From an optimization exercise on the open Yosys and OpenROAD flow, aimed at small area, a short achievable clock period and few clock cycles; shortcuts taken in it are not production practice.
In this exercise RTL edits were held to simulation tests only and were not proved equivalent to the original.

<file path="flow/run.sh">
#!/bin/bash
# synth_recipe.tcl (not shown) runs the flow's synth.tcl, then flattens the netlist and writes it again
# the make line also repeats each setting of config.mk as NAME=value (left out here)
make -C /OpenROAD-flow-scripts/flow DESIGN_CONFIG=/design/flow/config.mk WORK_HOME=/design/flow/orfs CLKGATE_MAP_FILE= SYNTH_SCRIPT=/design/flow/synth_recipe.tcl finish
</file>
<file path="flow/config.mk">
export PLATFORM = sky130hd
export DESIGN_NAME = qkv_proj_top
export DESIGN_NICKNAME = qkv_proj_top
export VERILOG_FILES = /design/flow/design.v
export SDC_FILE = /design/flow/constraint.sdc
export NUM_CORES = 4
export LEC_CHECK = 0
export CAP_MARGIN = 20
export CORE_MARGIN = 2
export CORE_UTILIZATION = 40
export SLEW_MARGIN = 20
</file>
<file path="flow/constraint.sdc">
create_clock -name core_clock -period 10.0 [get_ports {clk}]
set_input_delay 2.0000 -clock core_clock [delete_from_list [all_inputs] [get_ports {clk}]]
set_output_delay 2.0000 -clock core_clock [all_outputs]
set_load 0.01 [all_outputs]
</file>
<file path="flow/design.v">
`default_nettype none
package qkv_pkg;
  parameter int DATA_W = 32;
  parameter int ADDR_W = 12;
  parameter int DIM_W = DATA_W / 2;
  typedef logic [DATA_W-1:0] data_t;
  typedef logic [ADDR_W-1:0] addr_t;
  typedef logic [DIM_W-1:0] dim_t;
  typedef enum logic [2:0] {
    IDLE        = 3'd0,
    LOAD_DIMS   = 3'd1,
    COMPUTE     = 3'd2,
    DRAIN_READ  = 3'd3,
    DRAIN_WRITE = 3'd4
  } ctrl_state_t;
endpackage
`default_nettype wire
`timescale 1ns/1ps
`default_nettype none
module qkv_ctrl #(
  parameter int NUM_PROJ = 3
) (
  input  logic           clk,
  input  logic           reset_n,
  input  logic           dut_valid,
  input  qkv_pkg::data_t input_read_data,
  input  qkv_pkg::data_t weight_read_data,
  output logic           dut_ready,
  output logic           fetch_start,
  output logic           fetch_step,
  output logic           dot_end,
  output logic           row_end,
  output logic           matrix_end,
  output logic           job_start
);
  localparam qkv_pkg::dim_t LAST_PROJ = qkv_pkg::dim_t'(NUM_PROJ - 1);
  qkv_pkg::ctrl_state_t state;
  qkv_pkg::ctrl_state_t state_next;
  qkv_pkg::dim_t m_dim;
  qkv_pkg::dim_t k_dim;
  qkv_pkg::dim_t n_dim;
  qkv_pkg::dim_t k_idx;
  qkv_pkg::dim_t j_idx;
  qkv_pkg::dim_t r_idx;
  qkv_pkg::dim_t p_idx;
  logic last_fetch;
  always_ff @(posedge clk) begin
    if (!reset_n) begin
      state <= qkv_pkg::IDLE;
    end else begin
      state <= state_next;
    end
  end
  always_comb begin
    state_next = state;
    case (state)
      qkv_pkg::IDLE: begin
        if (dut_valid) begin
          state_next = qkv_pkg::LOAD_DIMS;
        end
      end
      qkv_pkg::LOAD_DIMS: begin
        state_next = qkv_pkg::COMPUTE;
      end
      qkv_pkg::COMPUTE: begin
        if (last_fetch) begin
          state_next = qkv_pkg::DRAIN_READ;
        end
      end
      qkv_pkg::DRAIN_READ: begin
        state_next = qkv_pkg::DRAIN_WRITE;
      end
      qkv_pkg::DRAIN_WRITE: begin
        state_next = qkv_pkg::IDLE;
      end
      default: begin
        state_next = qkv_pkg::IDLE;
      end
    endcase
  end
  assign dut_ready   = (state == qkv_pkg::IDLE);
  assign fetch_start = (state == qkv_pkg::LOAD_DIMS);
  assign job_start   = fetch_start;
  assign fetch_step  = (state == qkv_pkg::COMPUTE);
  assign dot_end    = fetch_step && (k_idx == k_dim - 1'b1);
  assign row_end    = dot_end && (j_idx == n_dim - 1'b1);
  assign matrix_end = row_end && (r_idx == m_dim - 1'b1);
  assign last_fetch = matrix_end && (p_idx == LAST_PROJ);
  always_ff @(posedge clk) begin
    if (state == qkv_pkg::LOAD_DIMS) begin
      m_dim <= input_read_data[31:16];
      k_dim <= input_read_data[15:0];
      n_dim <= weight_read_data[15:0];
    end
  end
  always_ff @(posedge clk) begin
    if (!reset_n || fetch_start) begin
      k_idx <= '0;
      j_idx <= '0;
      r_idx <= '0;
      p_idx <= '0;
    end else if (fetch_step) begin
      k_idx <= dot_end ? '0 : k_idx + 1'b1;
      if (dot_end) begin
        j_idx <= row_end ? '0 : j_idx + 1'b1;
      end
      if (row_end) begin
        r_idx <= matrix_end ? '0 : r_idx + 1'b1;
      end
      if (matrix_end) begin
        p_idx <= last_fetch ? '0 : p_idx + 1'b1;
      end
    end
  end
endmodule
`default_nettype wire
`timescale 1ns/1ps
`default_nettype none
module input_addr_gen (
  input  logic           clk,
  input  logic           reset_n,
  input  logic           fetch_start,
  input  logic           fetch_step,
  input  logic           dot_end,
  input  logic           row_end,
  input  logic           matrix_end,
  output qkv_pkg::addr_t input_read_address
);
  qkv_pkg::addr_t row_base;
  always_ff @(posedge clk) begin
    if (!reset_n) begin
      input_read_address <= '0;
      row_base           <= '0;
    end else if (fetch_start) begin
      input_read_address <= qkv_pkg::addr_t'(1);
      row_base           <= qkv_pkg::addr_t'(1);
    end else if (fetch_step) begin
      if (matrix_end) begin
        input_read_address <= qkv_pkg::addr_t'(1);
        row_base           <= qkv_pkg::addr_t'(1);
      end else if (row_end) begin
        input_read_address <= input_read_address + 1'b1;
        row_base           <= input_read_address + 1'b1;
      end else if (dot_end) begin
        input_read_address <= row_base;
      end else begin
        input_read_address <= input_read_address + 1'b1;
      end
    end else begin
      input_read_address <= '0;
    end
  end
endmodule
`default_nettype wire
`timescale 1ns/1ps
`default_nettype none
module weight_addr_gen (
  input  logic           clk,
  input  logic           reset_n,
  input  logic           fetch_start,
  input  logic           fetch_step,
  input  logic           row_end,
  input  logic           matrix_end,
  output qkv_pkg::addr_t weight_read_address
);
  qkv_pkg::addr_t matrix_base;
  always_ff @(posedge clk) begin
    if (!reset_n) begin
      weight_read_address <= '0;
      matrix_base         <= '0;
    end else if (fetch_start) begin
      weight_read_address <= qkv_pkg::addr_t'(1);
      matrix_base         <= qkv_pkg::addr_t'(1);
    end else if (fetch_step) begin
      if (matrix_end) begin
        weight_read_address <= weight_read_address + 1'b1;
        matrix_base         <= weight_read_address + 1'b1;
      end else if (row_end) begin
        weight_read_address <= matrix_base;
      end else begin
        weight_read_address <= weight_read_address + 1'b1;
      end
    end else begin
      weight_read_address <= '0;
    end
  end
endmodule
`default_nettype wire
`timescale 1ns/1ps
`default_nettype none
module mac_writer (
  input  logic           clk,
  input  logic           reset_n,
  input  logic           fetch_step,
  input  logic           dot_end,
  input  logic           job_start,
  input  qkv_pkg::data_t input_read_data,
  input  qkv_pkg::data_t weight_read_data,
  output logic           result_write_enable,
  output qkv_pkg::addr_t result_write_address,
  output qkv_pkg::data_t result_write_data
);
  logic step_d;
  logic dot_d;
  qkv_pkg::data_t acc;
  qkv_pkg::data_t product;
  assign product = input_read_data * weight_read_data;
  always_ff @(posedge clk) begin
    if (!reset_n) begin
      step_d              <= 1'b0;
      dot_d               <= 1'b0;
      result_write_enable <= 1'b0;
    end else begin
      step_d              <= fetch_step;
      dot_d               <= dot_end;
      result_write_enable <= dot_d;
    end
  end
  always_ff @(posedge clk) begin
    if (job_start || dot_d) begin
      acc <= '0;
    end else if (step_d) begin
      acc <= acc + product;
    end
  end
  always_ff @(posedge clk) begin
    if (dot_d) begin
      result_write_data <= acc + product;
    end
  end
  always_ff @(posedge clk) begin
    if (!reset_n || job_start) begin
      result_write_address <= '0;
    end else if (result_write_enable) begin
      result_write_address <= result_write_address + 1'b1;
    end
  end
endmodule
`default_nettype wire
`timescale 1ns/1ps
`default_nettype none
module qkv_proj_top #(
  parameter int NUM_PROJ = 3
) (
  input  logic           clk,
  input  logic           reset_n,
  input  logic           dut_valid,
  output logic           dut_ready,
  output qkv_pkg::addr_t input_read_address,
  input  qkv_pkg::data_t input_read_data,
  output qkv_pkg::addr_t weight_read_address,
  input  qkv_pkg::data_t weight_read_data,
  output logic           result_write_enable,
  output qkv_pkg::addr_t result_write_address,
  output qkv_pkg::data_t result_write_data
);
  logic fetch_start;
  logic fetch_step;
  logic dot_end;
  logic row_end;
  logic matrix_end;
  logic job_start;
  qkv_ctrl #(
    .NUM_PROJ (NUM_PROJ)
  ) ctrl_i (
    .clk              (clk),
    .reset_n          (reset_n),
    .dut_valid        (dut_valid),
    .input_read_data  (input_read_data),
    .weight_read_data (weight_read_data),
    .dut_ready        (dut_ready),
    .fetch_start      (fetch_start),
    .fetch_step       (fetch_step),
    .dot_end          (dot_end),
    .row_end          (row_end),
    .matrix_end       (matrix_end),
    .job_start        (job_start)
  );
  input_addr_gen input_addr_gen_i (
    .clk                (clk),
    .reset_n            (reset_n),
    .fetch_start        (fetch_start),
    .fetch_step         (fetch_step),
    .dot_end            (dot_end),
    .row_end            (row_end),
    .matrix_end         (matrix_end),
    .input_read_address (input_read_address)
  );
  weight_addr_gen weight_addr_gen_i (
    .clk                 (clk),
    .reset_n             (reset_n),
    .fetch_start         (fetch_start),
    .fetch_step          (fetch_step),
    .row_end             (row_end),
    .matrix_end          (matrix_end),
    .weight_read_address (weight_read_address)
  );
  mac_writer mac_writer_i (
    .clk                  (clk),
    .reset_n              (reset_n),
    .fetch_step           (fetch_step),
    .dot_end              (dot_end),
    .job_start            (job_start),
    .input_read_data      (input_read_data),
    .weight_read_data     (weight_read_data),
    .result_write_enable  (result_write_enable),
    .result_write_address (result_write_address),
    .result_write_data    (result_write_data)
  );
endmodule
`default_nettype wire
</file>
==> impl_metrics.ini <==
[outcome]
status = no timing/DRC/antenna violations

[clocking]
postCtsHoldBufs = 0
cts_buffers = 30
clkLatencyLatePin_ps = 620
tritoncts = yes
cts_setup_buffers = 0
cts_root_buf = clkbuf_16
clk_pin_slew_ps = 60
clkSinkCount = 242
clockBufferDepth = 3
cts_resized = 0
htree_num_levels = 1

[hold_path]
hold_class = reg -> reg

[synthesis]
synthCells = 3008
ys_ff_latch = 242
ys_seq_area_frac = 0.203
synth_top_cell_by_area = fa_1
async_reset_ff_frac = 0
ys_top_cells_by_area = fa_1 32%, dfxtp_1 12%, edfxtp_1 8.7%
synth_area_um2 = 27800
synth_cell_types = 73
synth_nets = 3648
ys_warn_count = 4
ys.flop_type = dfxtp_1
synth.avg_cell_area_um2 = 9.23
synth_top_area_frac = 0.316
synth_enable_flop_cells = 80

[place]
dp_hpwl_um = 58600
io_buffers = 136
gp_congestion = 0.863
dp.cells = 4013
dp_slack_ps = 335

[critical_path]
critical_path_buf_inv_count = 6
critPathMaxStageDelay_ps = 790
cp_top_family = adder cells
slowest_stage = clkdlybuf4s50_1
crit_chain = clkdlybuf4s50_1 -> and2_1 -> fa_1 -> fa_1 -> fa_1 -> inv_1 -> fa_1 -> inv_1 -> fa_1 -> fa_1 -> fa_1 -> inv_1 -> fa_1 -> inv_1 -> ha_1 -> a211oi_1 -> nor2_1 -> o221a_2 -> nor3_1 -> o21bai_1 -> and2_1 -> o41a_1 -> xnor2_1 -> inv_1
cp.arrival_ps = 9450
crit_top_cell = fa_1
worst_setup_path_start_kind = primary input
critPathRequiredTime_ps = 10380
cp-end-kind = flop
path_max_fanout = 17
path_class = in -> reg

[die]
coreArea_um2 = 68700
rows = 96
ios = 137
initial_utilization = 0.404
die_w_um = 267
die_area_um2 = 71500
dieHeight_um = 267

[finish]
final_cell_mix = 515 x inv_1, 438 x fa_1, 312 x nand2_1
final_cell_count_no_fill = 4070
fin_nets = 3754
drive_gt1_frac = 0.0500
final_common_cell = inv_1
syn_to_final_growth_pct = 13.1

[routing]
vias = 20200
drc = 0
via_per_inst = 4.97
wirelength_um = 73700
antenna_left = 0
firstDrtPassIters = 5
route.met3.wl_um = 4410
wl_met2_um = 32800
drt-met1-wl_um = 35000
avgRoutedWirePerCell_um = 18.1
highest_layer = met5
drt-initial-drc-count = 1245

[sta]
finClkSkew_ps = 28.5
setup_viol = 0
final_max_slew_viol_count = 0
setup_ws_ps = 921
max_freq_mhz = 110
slew_headroom = 0.495
rsz0062_at_grt = false
worst-slew-pin-transition_ps = 757
min_period_ps = 9080
hold_viol = 0
finalSetupTns_ps = 0
fin_crit_sh = 0.908

[grt]
grt_pass1_wl_um = 119000
antenna_found_initial = 8
grt_max_degree = 44
grt_pass1_vias = 20700
grt.total_usage = 0.213
grt_overflow = 0

[flow_run]
cap_violations = 0
==> path summary, 6_finish.rpt <==
| path | startpoint | to | slack, ps | cells past startpoint |
|---|---|---|---|---|
| hold reg to reg | input_addr_gen_i.row_base[9]$_SDFFE_PP0P_ | input_addr_gen_i.row_base[9]$_SDFFE_PP0P_ | 450 | 2 |
| setup / recovery | weight_read_data[7] | mac_writer_i.result_write_data[31]$_DFFE_PP_ | 920 | 24 |
| setup reg to reg | mac_writer_i.acc[21]$_SDFFE_PP0P_ | mac_writer_i.result_write_data[31]$_DFFE_PP_ | 3020 | 24 |
| hold / removal | input_addr_gen_i.row_base[9]$_SDFFE_PP0P_ | input_addr_gen_i.row_base[9]$_SDFFE_PP0P_ | 450 | 2 |
==> kinds of logic after synthesis <==
logic type,after synthesis,share of synthesized area
and+or+nand+nor,1066,0.196
DFF,242,0.203
xor gates and xnor gates,207,0.0653
AOI/OAI and AO/OA,216,0.0511
muxes,53,0.0192
buffers and inverters,651,0.0887
adders and majority gates,573,0.377
==> sequential cells by signal, summed over array words and instances (netlist names), 16 cells and up <==
name and flops:
ctrl_i.k_idx 16, ctrl_i.p_idx 16, ctrl_i.n_dim 16, ctrl_i.j_idx 16
ctrl_i.k_dim 16, ctrl_i.m_dim 16, ctrl_i.r_idx 16, mac_writer_i.result_write_data 32
mac_writer_i.acc 32
==> final cells by class <==
type | instances | area, um^2
antenna | 2 | 5.00
clock buffer | 44 | 917
clock inverter | 11 | 95.1
fill | 6747 | 37300
inverter | 516 | 1940
multi-input combinational | 2115 | 19700
sequential | 242 | 5650
tap | 931 | 1160
timing repair buffer | 209 | 1970
==> synth_stat cells, types with 4 or more instances <==
cell and n:
inv_1 516, fa_1 438, nand2_1 313, and2_1 307
nor2_1 188, dfxtp_1 162, xnor2_1 139, ha_1 135
clkbuf_1 120, edfxtp_1 80, xor2_1 68, nand3_1 54
a21oi_1 52, mux2i_1 52, o21ai_0 49, nor3_1 45
nand4_1 27, or3_1 20, and3_1 17, a31oi_1 14
or4_1 14, o211ai_1 13, a21o_1 12, nor4_1 11
a22oi_1 10, nand2b_1 10, o31ai_1 10, a211oi_1 9
nor2b_1 9, or2_2 8, buf_2 7, nand3b_1 7
buf_1 6, o21a_1 6, a211o_1 5, a21boi_0 5
nor4b_1 5, and4_1 4, nor3b_1 4, o21bai_1 4
or4_4 4
==> metrics by stage <==
| stage | instance area (um^2) | utilization | hold WS (ps) |
|---|---|---|---|
| 3_3_place_gp | 30400 | 0.442 | 439 |
| 2_1_floorplan | 27800 | - | 432 |
| 5_1_grt | 31400 | 0.457 | 484 |
| 4_1_cts | 31400 | 0.457 | 454 |
| 3_5_place_dp | 30400 | 0.442 | 445 |
| 6_report | 31400 | 0.457 | 450 |
==> per-layer routing <==
layer  GRT usage  up-vias
met5           0        -
met4      0.0451       10
met3      0.0354       93
met2       0.331      480
met1       0.311    10100
li1            -     9561
==> worst min-delay path, stage by stage (launching register included) <==
cell and delay, ps:
dfxtp_1 310, nand2_1 50, a21oi_1 50
Testbench counts, summed over its fixed seeds: cycles 426,405.

-- port drivers added, routing unchanged --
No port has a modelled driver above. Below, the same layout with a new extraction and two added sets of constraints.
Step 1 assumes that a clkbuf_16 drives the clock port and a buf_2 every other input.
Step 2 also shifts input and output timing later by t, the mid clock arrival at the registers, as if the neighbouring blocks saw the same clock.
a / b / c = no drivers / after step 1 / after step 2; a / b = the first two.
shift t [ns]: 0.670
slack for setup (ns): 0.921 / 0.927 / 0.257
clock arrival spread, ns: 0.030 / 0.030
worst slew at a driven data input, ns: 0.19
After both steps this run still meets setup and hold. The setup slack of this run moves by +0.006 ns with the drivers and by -0.664 ns with both steps.
